This is an optimization exercise on Yosys and OpenROAD, whose aim is small area, a short achievable clock period and few clock cycles per item, not a production implementation.
In this exercise RTL edits were held to simulation tests only and were not proved equivalent to the original.
Power figures rest on the tool's default switching activity, not on a simulated workload.

## window_clipped_box_coverage_core
module window_clipped_box_coverage_core #(
  parameter int MAX_DIM   = wcbc_pkg::MAX_DIM_DEF,
  parameter int AREA_BITS = wcbc_pkg::AREA_BITS_DEF
) (
  input  logic                  clk,
  input  logic                  rst_n,
  input  logic                  in_valid,
  input  logic [77:0]           in_item,
  output logic                  in_stall,
  output logic                  out_valid,
  output logic [80:0]           out_item,
  input  logic                  out_stall,
  input  logic                  cfg_psel,
  input  logic                  cfg_penable,
  input  logic                  cfg_pwrite,
  input  logic [wcbc_pkg::CFG_ADDR_W-1:0] cfg_paddr,
  input  logic [wcbc_pkg::CFG_DATA_W-1:0] cfg_pwdata,
  output logic [wcbc_pkg::CFG_DATA_W-1:0] cfg_prdata,
  output logic                  cfg_pready
);
export LEC_CHECK = 0
export CAP_MARGIN = 20
export CORE_MARGIN = 2
export CORE_UTILIZATION = 40
export SETUP_SLACK_MARGIN = 5
export SLEW_MARGIN = 20
create_clock -name core_clock -period 10.0 [get_ports {clk}]
run.sh (not shown) runs the stock make flow with config.mk's settings and CLKGATE_MAP_FILE= SYNTH_SCRIPT=/design/flow/synth_recipe.tcl, a recipe that flattens the netlist after the stock synthesis.
Testbench counts at the start, summed over its fixed seeds: cycles 12,854, items 10,966.
Next try:
==> flow/flow/run.sh (new file) <==
#!/bin/bash
# The standard layout, with cell resizing not restricted to equal footprints
# (the platform default restricts it, which keeps the port buffers and adder cells
# at their smallest sizes). Full make output goes to standard.log.
set -euo pipefail
bash standard.sh MATCH_CELL_FOOTPRINT=0 finish > standard.log 2>&1
==> flow/standard.sh (new file) <==
#!/bin/bash
# synth_recipe.tcl (not shown) runs the flow's synth.tcl, then flattens the netlist and writes it again
# the make line also repeats each setting of config.mk as NAME=value (left out here)
make -C /OpenROAD-flow-scripts/flow DESIGN_CONFIG=/design/flow/config.mk WORK_HOME=/design/flow/orfs CLKGATE_MAP_FILE= SYNTH_SCRIPT=/design/flow/synth_recipe.tcl "${@:-finish}"
- CORE_UTILIZATION: 40 -> 60
removed: flow/run.sh
Effect: First-iteration DRC count grows by a few percent. Design area shrinks slightly. Sequential share of layout area grows by 0.33 points. Count of clock-buffer cells in the layout shrinks by 3. Critical path depth grows by 2. Via count grows by a few percent. Power grows by a few percent. Hold slack gets worse by 11 ps. Routed wire length shrinks slightly.

run A:
Another version of the RTL of window_clipped_box_coverage_core (not shown whole).
Size: ~4600 cells after synthesis, ~540 flip-flops.
==> flow/config.mk <==
export PLATFORM = sky130hd
export DESIGN_NAME = window_clipped_box_coverage_core
export DESIGN_NICKNAME = window_clipped_box_coverage_core
export VERILOG_FILES = /design/flow/design.v
export SDC_FILE = /design/flow/constraint.sdc
export NUM_CORES = 4
export LEC_CHECK = 0
export CAP_MARGIN = 20
export CORE_MARGIN = 2
export CORE_UTILIZATION = 40
export SETUP_SLACK_MARGIN = 5
export SLEW_MARGIN = 20
==> flow/constraint.sdc <==
create_clock -name core_clock -period 10.0 [get_ports {clk}]
set_input_delay 2.0000 -clock core_clock [delete_from_list [all_inputs] [get_ports {clk}]]
set_output_delay 2.0000 -clock core_clock [all_outputs]
set_load 0.01 [all_outputs]
standard.sh (not shown) runs the stock make flow with config.mk's settings and CLKGATE_MAP_FILE= SYNTH_SCRIPT=/design/flow/synth_recipe.tcl, a recipe that flattens the netlist after the stock synthesis.
==> flow/flow/run.sh <==
#!/bin/bash
# The standard layout with two sizing changes: the port buffers are plain
# buf_4 cells (the default choice is a slow delay buffer) and resizing is not
# restricted to equal cell footprints. Full make output goes to standard.log.
set -euo pipefail
bash standard.sh MATCH_CELL_FOOTPRINT=0 "BUFFER_PORTS_ARGS=-buffer_cell sky130_fd_sc_hd__buf_4" finish > standard.log 2>&1
Testbench counts of run A, summed over its fixed seeds: cycles 12,854, items 10,966.
Changes in run B relative to run A:
==> flow/flow/run.sh <==
#!/bin/bash
# The standard layout with two sizing changes: every port still gets a
# buffer, but a plain buf_1 (the default choice is a larger, slow delay buffer;
# repair resizes it where timing needs), and resizing is not restricted to equal
# cell footprints. Full make output goes to standard.log.
set -euo pipefail
bash standard.sh MATCH_CELL_FOOTPRINT=0 "BUFFER_PORTS_ARGS=-buffer_cell sky130_fd_sc_hd__buf_1" finish > standard.log 2>&1
### Flow results
- Run B against run A: final cycle utilization of the critical path moved up, met2 wire length moved up, net switching power figure level, power moved down.
Setup changes, run B to run C
==> flow/run.sh (new file) <==
#!/bin/bash
# synth_recipe.tcl (not shown) runs the flow's synth.tcl, then flattens the netlist and writes it again
# the make line also repeats each setting of config.mk as NAME=value (left out here)
make -C /OpenROAD-flow-scripts/flow DESIGN_CONFIG=/design/flow/config.mk WORK_HOME=/design/flow/orfs CLKGATE_MAP_FILE= SYNTH_SCRIPT=/design/flow/synth_recipe.tcl finish
removed: flow/flow/run.sh
removed: flow/standard.sh
## What came out
As of run C, power density over the cells had fallen slightly compared to run B.
Run C vs run B, non-clock buffer count went up by 5.1%.
NOTE: number of instances resized during post-cts repair in run C exceeds that of run B
Relative to run B, the hold slack of run C is higher by 0.0086 ns.
Run B and run C ended up with roughly the same cell count.
Against run B, run C reports a count of filler cells inserted in the layout that is lower.
The count of cells along the worst register-to-register path in run C sits 4 below the value recorded for run B.
Route | run C vs run B | wire longer in run C
Wire length on met1 of run C falls short of that of run B slightly.

Another version of the RTL of window_clipped_box_coverage_core (not shown whole).
Size: ~4800 cells after synthesis, roughly 560 flip-flops, ~240 I/O pins, about 44000 sq um of cells after synthesis.
Settings: LEC_CHECK=0, CAP_MARGIN=20, CORE_MARGIN=2, CORE_UTILIZATION=40, CTS_BUF_LIST=sky130_fd_sc_hd__clkbuf_4 sky130_fd_sc_hd__clkbuf_8, SETUP_SLACK_MARGIN=5, SLEW_MARGIN=20; clock period 10.0 ns.
==> flow/flow/run.sh <==
#!/bin/bash
# The standard layout with two sizing changes: every port still gets a
# buffer, but a plain buf_1 (the default choice is a larger, slow delay buffer;
# repair resizes it where timing needs), and resizing is not restricted to equal
# cell footprints. Full make output goes to standard.log.
set -euo pipefail
bash standard.sh MATCH_CELL_FOOTPRINT=0 "BUFFER_PORTS_ARGS=-buffer_cell sky130_fd_sc_hd__buf_1" finish > standard.log 2>&1
Testbench counts at the start, summed over its fixed seeds: cycles 12,854, items 10,966.
Then changed:
- CTS_BUF_LIST: sky130_fd_sc_hd__clkbuf_4 sky130_fd_sc_hd__clkbuf_8 -> unset
- CTS_CLUSTER_DIAMETER: unset -> 100
- CTS_CLUSTER_SIZE: unset -> 30
- SETUP_SLACK_MARGIN: 5 -> 4.7
What happened: Clock-buffer cell count drops by 115. Core utilization falls by 1.4 points. Flip-flop and latch count is unchanged. Wire length is lower by a few percent. Setup slack got worse by 250 ps. Total power is lower by a few percent. Sequential power hardly moves. Cell area goes down by a few percent. Clock skew went down by 8.0 ps. Register-to-register slack loses 270 ps.
Then changed:
- CORE_UTILIZATION: 40 -> 50
- SETUP_SLACK_MARGIN: 4.7 -> 5
Clock-buffer cell count came out lower by 4. Wire length came out lower by a few percent. Sequential power barely changes.
Then changed:
- CORE_UTILIZATION: 50 -> 40
Effect: Final area rises by 0.46%. Total power is lower by 0.88%. Clock-buffer cell count decreases by 1. Via count rises by 1.9%. First-iteration DRC count went up by 32%.

Setup of the reference run:
Starting RTL as in the previous note.
==> flow/config.mk <==
export PLATFORM = sky130hd
export DESIGN_NAME = window_clipped_box_coverage_core
export DESIGN_NICKNAME = window_clipped_box_coverage_core
export VERILOG_FILES = /design/flow/design.v
export SDC_FILE = /design/flow/constraint.sdc
export NUM_CORES = 4
export LEC_CHECK = 0
export CAP_MARGIN = 20
export CORE_MARGIN = 2
export CORE_UTILIZATION = 40
export CTS_CLUSTER_DIAMETER = 80
export CTS_CLUSTER_SIZE = 24
export SETUP_SLACK_MARGIN = 5
export SLEW_MARGIN = 20
==> flow/constraint.sdc <==
create_clock -name core_clock -period 10.0 [get_ports {clk}]
set_input_delay 2.0000 -clock core_clock [delete_from_list [all_inputs] [get_ports {clk}]]
set_output_delay 2.0000 -clock core_clock [all_outputs]
set_load 0.01 [all_outputs]
Scripts as last shown in full above: flow/flow/run.sh
The reference run finished every stage and its layout cleared the timing, DRC and antenna checks.
Testbench counts of the reference run, summed over its fixed seeds: cycles 12,854, items 10,966.
Edits applied to the flow inputs when going from the reference run to the trial run:
- CTS_CLUSTER_SIZE removed (was 24)
- CTS_CLUSTER_DIAMETER removed (was 80)
--- outcome ---
- The trial run vs. the reference run: routed metal-1 wire length went up by 0.42%, number of standard cells in the final layout excluding fillers went up by 61, core area was more or less identical.

window_clipped_box_coverage_core, a different RTL version from the one above (not shown whole).
For scale: about 4,100 cells after synthesis, ~530 flip-flops, about 240 I/O pins, ~38,000 um^2 of cells after synthesis.
==> flow/config.mk <==
export PLATFORM = sky130hd
export DESIGN_NAME = window_clipped_box_coverage_core
export DESIGN_NICKNAME = window_clipped_box_coverage_core
export VERILOG_FILES = /design/flow/design.v
export SDC_FILE = /design/flow/constraint.sdc
export NUM_CORES = 4
export LEC_CHECK = 0
export CAP_MARGIN = 20
export CORE_MARGIN = 2
export CORE_UTILIZATION = 40
export SETUP_SLACK_MARGIN = 4.5
export SLEW_MARGIN = 20
==> flow/constraint.sdc <==
create_clock -name core_clock -period 10.0 [get_ports {clk}]
set_input_delay 2.0000 -clock core_clock [delete_from_list [all_inputs] [get_ports {clk}]]
set_output_delay 2.0000 -clock core_clock [all_outputs]
set_load 0.01 [all_outputs]
run.sh (not shown) runs the stock make flow with config.mk's settings and CLKGATE_MAP_FILE= SYNTH_SCRIPT=/design/flow/synth_recipe.tcl, a recipe that flattens the netlist after the stock synthesis.
Stock flow here: none of the scripts above is used.
Testbench counts at the start, summed over its fixed seeds: cycles 13,396, items 10,966.
Next try:
==> flow/flow/run.sh (new file) <==
#!/bin/bash
# The standard layout, with cell resizing not restricted to equal footprints
# (the platform default restricts it, which keeps the port buffers and adder cells
# at their smallest sizes). Full make output goes to standard.log.
set -euo pipefail
bash standard.sh MATCH_CELL_FOOTPRINT=0 finish > standard.log 2>&1
==> flow/standard.sh (new file) <==
#!/bin/bash
# synth_recipe.tcl (not shown) runs the flow's synth.tcl, then flattens the netlist and writes it again
# the make line also repeats each setting of config.mk as NAME=value (left out here)
make -C /OpenROAD-flow-scripts/flow DESIGN_CONFIG=/design/flow/config.mk WORK_HOME=/design/flow/orfs CLKGATE_MAP_FILE= SYNTH_SCRIPT=/design/flow/synth_recipe.tcl "${@:-finish}"
removed: flow/run.sh
Outcome:
- The changed run completed without violations
- final area falls by 0.99%
- worst setup slack loses 0.082 ns
- sequential power barely changes
- routed wire length came out lower by 0.64%
- first-iteration DRC count falls by 11%
- power came out higher by 1.3%

[separate check: timing with driven ports]
In the flow no input, the clock included, has a driving cell. The finished layouts below were timed again as built, in two steps. Step 1: set_driving_cell puts a clkbuf_16 on clk and a buf_2 on each other input, an assumption about the parent block. Step 2 times the ports against the registers' clock, not the clock port: input delays grow and output delays shrink by t, the midpoint of the rising clock arrivals with the driver on. Three values: ideal, step 1, step 2; two values: the first two.
run	t (ns)	slack for setup (ns)	worst setup path after step 2	clock arrival spread, ns	slew at the worst register clock pin (ns)
the first run of note 1	0.703	4.351 / 4.351 / 4.351	register to register	0.072 / 0.072	0.07 / 0.07
the second run of note 1	0.695	3.880 / 3.880 / 3.880	register to register	0.029 / 0.030	0.07 / 0.07
run A	0.690	4.750 / 4.750 / 4.750	register to register	0.026 / 0.027	0.07 / 0.07
run B	0.700	4.725 / 4.725 / 4.725	register to register	0.025 / 0.025	0.06 / 0.06
run C	0.722	4.671 / 4.671 / 4.671	register to register	0.050 / 0.050	0.07 / 0.07
the first run of note 3	0.813	5.038 / 4.997 / 5.016	input to output	0.052 / 0.052	0.07 / 0.07
the second run of note 3	0.726	4.784 / 4.724 / 4.759	input to output	0.062 / 0.061	0.12 / 0.12
the third run of note 3	0.706	5.035 / 5.009 / 5.000	input to register	0.036 / 0.036	0.12 / 0.12
the fourth run of note 3	0.728	5.033 / 5.011 / 5.011	input to output	0.046 / 0.046	0.12 / 0.12
the reference run	0.685	5.024 / 5.000 / 5.000	input to output	0.050 / 0.050	0.10 / 0.10
the trial run	0.699	5.046 / 5.022 / 5.020	input to register	0.052 / 0.052	0.07 / 0.07
the first run of note 5	0.712	4.227 / 4.227 / 4.227	register to register	0.053 / 0.053	0.07 / 0.07
the second run of note 5	0.722	4.145 / 4.145 / 4.145	register to register	0.065 / 0.065	0.07 / 0.07
After both steps every run listed still meets setup and hold. For the third run of note 3, which loses most, drivers alone change the setup slack by -0.026 ns; drivers and shift together by -0.035 ns.
